Background: an optimization exercise with open tools, aiming at a short achievable clock period and few clock cycles. Do not read the settings as production practice. In this exercise RTL edits were held to simulation tests only and were not proved equivalent to the original. No activity file was given, so power comes from the tool's default toggle rates.

==> try-willow <==
Design mipsPipe, start of the top module:
module mipsPipe (
    input  logic                     clk,
    input  logic                     reset,
    input  logic [32-1:0]   instrF,
    output logic [32-1:0]   pcF,
    output logic                     memWrite,
    output logic [32-1:0]   dataAdr,
    output logic [32-1:0]   writeData
);
Settings: LEC_CHECK=0, CAP_MARGIN=20, CORE_MARGIN=2, CORE_UTILIZATION=40, SETUP_SLACK_MARGIN=5, SLEW_MARGIN=20, TNS_END_PERCENT=100; clock period 8.0 ns.
run.sh (not shown) runs the stock make flow with config.mk's settings and CLKGATE_MAP_FILE= SYNTH_SCRIPT=/design/flow/synth_recipe.tcl, a recipe that flattens the netlist after the stock synthesis.
==> try-ember (differences from try-willow) <==
--- a/flow/design.v
+++ b/flow/design.v
@@ -111,38 +111,32 @@
 );
     localparam int DW = 32;
     localparam int PW = 32 - 2;    
     localparam int RW = 5;
     localparam int IW = $clog2(64);
     logic [PW-1:0] pcW;           
     logic [PW-1:0] pcWn;          
     logic [PW-1:0] pcOutW;        
-    logic [PW-1:0] pcPlus1F, pcNextF;
+    logic [PW-1:0] pcPlus1F, targetF, pcNextF;
     logic [5:0]    opF, fnF;
     logic [RW-1:0] rsF, rtF, rdF, dstF;
     logic [15:0]   immF;
     logic [PW-1:0] immExtF;
     logic          isRF, isAddiF, isLwF, isSwF, isBeqF;
-    logic          useAF, useBF, wrF, hintF, predF, stallF;
-    localparam int NB = 4;
-    logic [NB-1:0]          btbValid, btbHitF;
-    logic [PW-1:0]          btbTag    [NB];
-    logic [PW-1:0]          btbTarget [NB];
-    logic [$clog2(NB)-1:0]  btbNext;
-    logic [PW-1:0]          predTargetF;
+    logic          useAF, useBF, wrF, predF, stallF;
     logic [DW-1:0] rd1F, rd2F;
     logic          vE, killE, wrE, ldE, stE, brE, predE;
     logic [RW-1:0] dstE;
     logic          selAMsE, selAMoE, selBMsE, selBMoE, selDMsE, selDMoE;
     logic          nAMsE, nAMoE, nARE, nBMsE, nBMoE, nBRE;
     logic          opAddE, opSubE, opAndE, opOrE, opSltE;
     logic [DW-1:0] rd1E, rd2E, opBE;
-    logic [PW-1:0] pcE, pcPlus1E, pcPlus1nE, immE, targetE, redirectE;
-    logic          hintE, liveE, takenE, mispE, btbFillE;
+    logic [PW-1:0] pcPlus1E, targetE, redirectE;
+    logic          liveE, takenE, mispE;
     logic          wrM, ldM, opAddM, wrW;
     logic [RW-1:0] dstM, dstW;
     logic [DW-1:0] sumM, otherM, aluOutM;
     logic [DW-1:0] writeDataM, readDataM, resultM, resultW;
     logic [DW-1:0] dataAdrOut, writeDataOut;
     logic          memWriteOut;
     assign pcF = {pcOutW, 2'b00};
     assign opF  = instrF[31:26];
@@ -158,31 +152,32 @@
     assign isSwF   = (opF == 6'b101011);
     assign isBeqF  = (opF == 6'b000100);
     assign dstF  = isRF ? rdF : rtF;
     assign wrF   = (isRF | isAddiF | isLwF) && (dstF != '0);
     assign useAF = isRF | isAddiF | isLwF | isSwF | isBeqF;
     assign useBF = isRF | isSwF | isBeqF;
     assign stallF = ldE && !killE &&
                     ((useAF && rsF == dstE) || (useBF && rtF == dstE));
-    assign hintF    = (rsF == rtF) || immF[15];
+    assign predF    = isBeqF && (rsF == rtF || immF[15]);
     assign pcPlus1F = pcW + 1'b1;
-    always_comb begin
-        predTargetF = '0;
-        for (int k = 0; k < NB; k++) begin
-            btbHitF[k] = btbValid[k] && btbTag[k] == pcW;
-            predTargetF = predTargetF | ({PW{btbHitF[k]}} & btbTarget[k]);
-        end
-        predF = |btbHitF;
-    end
+    fastAdd #(.W(PW)) targetAdd (
+        .a    (pcW),
+        .b    (immExtF),
+        .aC   (pcOutW),
+        .bC   (immExtF),
+        .cin  (1'b1),
+        .sum  (targetF),
+        .cout ()
+    );
     always_comb begin
         if (mispE) begin
             pcNextF = redirectE;
         end else if (predF && !stallF) begin
-            pcNextF = predTargetF;
+            pcNextF = targetF;
         end else if (stallF) begin
             pcNextF = pcW;
         end else begin
             pcNextF = pcPlus1F;
         end
     end
     always_ff @(posedge clk or posedge reset) begin
         if (reset) begin
@@ -235,22 +230,19 @@
             killE <= mispE;
             wrE   <= !stallF & wrF;
             ldE   <= !stallF & wrF & isLwF;
             stE   <= !stallF & isSwF;
             brE   <= !stallF & isBeqF;
         end
     end
     always_ff @(posedge clk) begin
-        predE     <= predF;
-        hintE     <= hintF;
-        pcE       <= pcW;
-        pcPlus1E  <= pcPlus1F;
-        pcPlus1nE <= ~pcPlus1F;    
-        immE      <= immExtF;
+        predE    <= predF;
+        pcPlus1E <= pcPlus1F;
+        targetE  <= targetF;
         dstE     <= dstF;
         selAMsE  <= fromEAF && opAddE;
         selAMoE  <= fromEAF && !opAddE;
         nAMsE    <= !(fromEAF && opAddE);
         nAMoE    <= !(fromEAF && !opAddE);
         nARE     <= fromEAF;
         selBMsE  <= useRtF && fromEBF && opAddE;
         selBMoE  <= useRtF && fromEBF && !opAddE;
@@ -306,41 +298,16 @@
              | ({DW{opOrE}}  & (srcACE | srcBCE))
              | ({DW{opSltE}} & {{(DW-1){1'b0}}, borrowE});
         otherE = opSubE ? diffE : logE;
     end
     assign liveE     = vE && !killE;
     assign takenE    = brE && eqE;
     assign mispE     = liveE && (predE != takenE);
     assign redirectE = predE ? pcPlus1E : targetE;
-    assign btbFillE  = liveE && brE && hintE && !predE;
-    fastAdd #(.W(PW)) targetAdd (
-        .a    (pcPlus1E),
-        .b    (immE),
-        .aC   (~pcPlus1nE),
-        .bC   (immE),
-        .cin  (1'b0),
-        .sum  (targetE),
-        .cout ()
-    );
-    always_ff @(posedge clk or posedge reset) begin
-        if (reset) begin
-            btbValid <= '0;
-            btbNext  <= '0;
-        end else if (btbFillE) begin
-            btbValid[btbNext] <= takenE;
-            btbNext           <= btbNext + takenE;
-        end
-    end
-    always_ff @(posedge clk) begin
-        if (btbFillE) begin
-            btbTag[btbNext]    <= pcE;
-            btbTarget[btbNext] <= targetE;
-        end
-    end
     logic [7:0]             addrLowE;
     logic [64-1:0] rselM;          
     logic [64-1:0] weM;
     fastAdd #(.W(8)) addrAdd (
         .a    (srcAE[7:0]),
         .b    (srcBE[7:0]),
         .aC   (srcACE[7:0]),
         .bC   (srcBCE[7:0]),
CORE_UTILIZATION = 55   (was 40)
PLACE_DENSITY = 0.65   (was default)
==> try-xenon (differences from try-willow) <==
--- a/flow/design.v
+++ b/flow/design.v
@@ -111,38 +111,32 @@
 );
     localparam int DW = 32;
     localparam int PW = 32 - 2;    
     localparam int RW = 5;
     localparam int IW = $clog2(64);
     logic [PW-1:0] pcW;           
     logic [PW-1:0] pcWn;          
     logic [PW-1:0] pcOutW;        
-    logic [PW-1:0] pcPlus1F, pcNextF;
+    logic [PW-1:0] pcPlus1F, targetF, pcNextF;
     logic [5:0]    opF, fnF;
     logic [RW-1:0] rsF, rtF, rdF, dstF;
     logic [15:0]   immF;
     logic [PW-1:0] immExtF;
     logic          isRF, isAddiF, isLwF, isSwF, isBeqF;
-    logic          useAF, useBF, wrF, hintF, predF, stallF;
-    localparam int NB = 4;
-    logic [NB-1:0]          btbValid, btbHitF;
-    logic [PW-1:0]          btbTag    [NB];
-    logic [PW-1:0]          btbTarget [NB];
-    logic [$clog2(NB)-1:0]  btbNext;
-    logic [PW-1:0]          predTargetF;
+    logic          useAF, useBF, wrF, predF, stallF;
     logic [DW-1:0] rd1F, rd2F;
     logic          vE, killE, wrE, ldE, stE, brE, predE;
     logic [RW-1:0] dstE;
     logic          selAMsE, selAMoE, selBMsE, selBMoE, selDMsE, selDMoE;
     logic          nAMsE, nAMoE, nARE, nBMsE, nBMoE, nBRE;
     logic          opAddE, opSubE, opAndE, opOrE, opSltE;
     logic [DW-1:0] rd1E, rd2E, opBE;
-    logic [PW-1:0] pcE, pcPlus1E, pcPlus1nE, immE, targetE, redirectE;
-    logic          hintE, liveE, takenE, mispE, btbFillE;
+    logic [PW-1:0] pcPlus1E, targetE, redirectE;
+    logic          liveE, takenE, mispE;
     logic          wrM, ldM, opAddM, wrW;
     logic [RW-1:0] dstM, dstW;
     logic [DW-1:0] sumM, otherM, aluOutM;
     logic [DW-1:0] writeDataM, readDataM, resultM, resultW;
     logic [DW-1:0] dataAdrOut, writeDataOut;
     logic          memWriteOut;
     assign pcF = {pcOutW, 2'b00};
     assign opF  = instrF[31:26];
@@ -158,31 +152,32 @@
     assign isSwF   = (opF == 6'b101011);
     assign isBeqF  = (opF == 6'b000100);
     assign dstF  = isRF ? rdF : rtF;
     assign wrF   = (isRF | isAddiF | isLwF) && (dstF != '0);
     assign useAF = isRF | isAddiF | isLwF | isSwF | isBeqF;
     assign useBF = isRF | isSwF | isBeqF;
     assign stallF = ldE && !killE &&
                     ((useAF && rsF == dstE) || (useBF && rtF == dstE));
-    assign hintF    = (rsF == rtF) || immF[15];
+    assign predF    = isBeqF && (rsF == rtF || immF[15]);
     assign pcPlus1F = pcW + 1'b1;
-    always_comb begin
-        predTargetF = '0;
-        for (int k = 0; k < NB; k++) begin
-            btbHitF[k] = btbValid[k] && btbTag[k] == pcW;
-            predTargetF = predTargetF | ({PW{btbHitF[k]}} & btbTarget[k]);
-        end
-        predF = |btbHitF;
-    end
+    fastAdd #(.W(PW)) targetAdd (
+        .a    (pcW),
+        .b    (immExtF),
+        .aC   (pcOutW),
+        .bC   (immExtF),
+        .cin  (1'b1),
+        .sum  (targetF),
+        .cout ()
+    );
     always_comb begin
         if (mispE) begin
             pcNextF = redirectE;
         end else if (predF && !stallF) begin
-            pcNextF = predTargetF;
+            pcNextF = targetF;
         end else if (stallF) begin
             pcNextF = pcW;
         end else begin
             pcNextF = pcPlus1F;
         end
     end
     always_ff @(posedge clk or posedge reset) begin
         if (reset) begin
@@ -235,22 +230,19 @@
             killE <= mispE;
             wrE   <= !stallF & wrF;
             ldE   <= !stallF & wrF & isLwF;
             stE   <= !stallF & isSwF;
             brE   <= !stallF & isBeqF;
         end
     end
     always_ff @(posedge clk) begin
-        predE     <= predF;
-        hintE     <= hintF;
-        pcE       <= pcW;
-        pcPlus1E  <= pcPlus1F;
-        pcPlus1nE <= ~pcPlus1F;    
-        immE      <= immExtF;
+        predE    <= predF;
+        pcPlus1E <= pcPlus1F;
+        targetE  <= targetF;
         dstE     <= dstF;
         selAMsE  <= fromEAF && opAddE;
         selAMoE  <= fromEAF && !opAddE;
         nAMsE    <= !(fromEAF && opAddE);
         nAMoE    <= !(fromEAF && !opAddE);
         nARE     <= fromEAF;
         selBMsE  <= useRtF && fromEBF && opAddE;
         selBMoE  <= useRtF && fromEBF && !opAddE;
@@ -306,41 +298,16 @@
              | ({DW{opOrE}}  & (srcACE | srcBCE))
              | ({DW{opSltE}} & {{(DW-1){1'b0}}, borrowE});
         otherE = opSubE ? diffE : logE;
     end
     assign liveE     = vE && !killE;
     assign takenE    = brE && eqE;
     assign mispE     = liveE && (predE != takenE);
     assign redirectE = predE ? pcPlus1E : targetE;
-    assign btbFillE  = liveE && brE && hintE && !predE;
-    fastAdd #(.W(PW)) targetAdd (
-        .a    (pcPlus1E),
-        .b    (immE),
-        .aC   (~pcPlus1nE),
-        .bC   (immE),
-        .cin  (1'b0),
-        .sum  (targetE),
-        .cout ()
-    );
-    always_ff @(posedge clk or posedge reset) begin
-        if (reset) begin
-            btbValid <= '0;
-            btbNext  <= '0;
-        end else if (btbFillE) begin
-            btbValid[btbNext] <= takenE;
-            btbNext           <= btbNext + takenE;
-        end
-    end
-    always_ff @(posedge clk) begin
-        if (btbFillE) begin
-            btbTag[btbNext]    <= pcE;
-            btbTarget[btbNext] <= targetE;
-        end
-    end
     logic [7:0]             addrLowE;
     logic [64-1:0] rselM;          
     logic [64-1:0] weM;
     fastAdd #(.W(8)) addrAdd (
         .a    (srcAE[7:0]),
         .b    (srcBE[7:0]),
         .aC   (srcACE[7:0]),
         .bC   (srcBCE[7:0]),
==> summary of the runs <==
try-xenon ran to the end with no violations. try-ember finished with timing, DRC and antenna clean. try-willow produced a clean layout.
Of try-willow and try-ember, try-willow has the higher sequential cell count (gap 291).
In try-xenon the utilization is lower than in try-willow, by 0.66 points.
Between try-xenon and try-willow, the lower worst setup slack is in try-willow (gap 0.011 ns).
Final cell count, highest first: try-willow, try-xenon, try-ember.
Clock power: try-ember is smaller than try-willow (about 9%).
In try-willow the synthesized area is higher than in try-xenon, by about 8%.
==> figures <==
metric	try-xenon	try-ember	try-willow
Outcome	complete, no violations	complete, no violations	complete, no violations
Number of global-route vias before repair	91530	91310	99490
Overall global routing resource usage	32.11%	43.25%	32.74%
Master of the slowest instance on the critical path	sky130_fd_sc_hd__a221o_1	sky130_fd_sc_hd__maj3_2	sky130_fd_sc_hd__a222oi_1
Worst slack at placement	2.120 ns	2.091 ns	2.629 ns
Grt met1 use	40.51%	56.00%	41.34%
Clock network power share	35.4%	35.8%	37.9%
Power attributed to combinational cells	0.00732 W	0.00778 W	0.00660 W
Remaining max-slew budget at the tightest pin	9.092%	11.24%	11.07%
Initial detailed-routing violation count	19060	19210	20140
Number of logic inverters in the finished layout	96	97	171
Peak clock frequency supported by timing	0.2512 GHz	0.2557 GHz	0.2506 GHz
Gate count of the mapped netlist	8319	8319	9376
Cell area after layout	176500 µm²	174900 µm²	192300 µm²
Testbench counts of try-willow, summed over its fixed seeds: cycles 64,409.
Testbench counts of try-ember, summed over its fixed seeds: cycles 62,712.
Testbench counts of try-xenon, summed over its fixed seeds: cycles 62,712.

afterwards: timing with drivers on the ports:
The flow's constraints put no driver on any port. The routed layouts listed below were extracted and timed again, unchanged, in two steps. Step 1 assumes that a clkbuf_16 drives the clock port and a buf_2 every other input. Step 2 moves the port delays by t, midway between the first and last clock arrival at a register: inputs arrive t later, outputs are due t later. That takes back most of the time a late clock gives input paths. a / b / c = ideal ports / drivers / drivers and shift; a / b = the first two.
run	t (ns)	setup WS [ns]	pins driven straight from the clock port
try-willow	1.091	4.009 / 4.009 / 3.591	1
try-ember	1.026	4.089 / 4.034 / 3.007	1
try-xenon	1.053	4.020 / 4.065 / 3.012	1
After both steps setup and hold are still met in every run listed. For try-ember, which loses most, drivers alone change the setup slack by -0.055 ns; drivers and shift together by -1.082 ns.
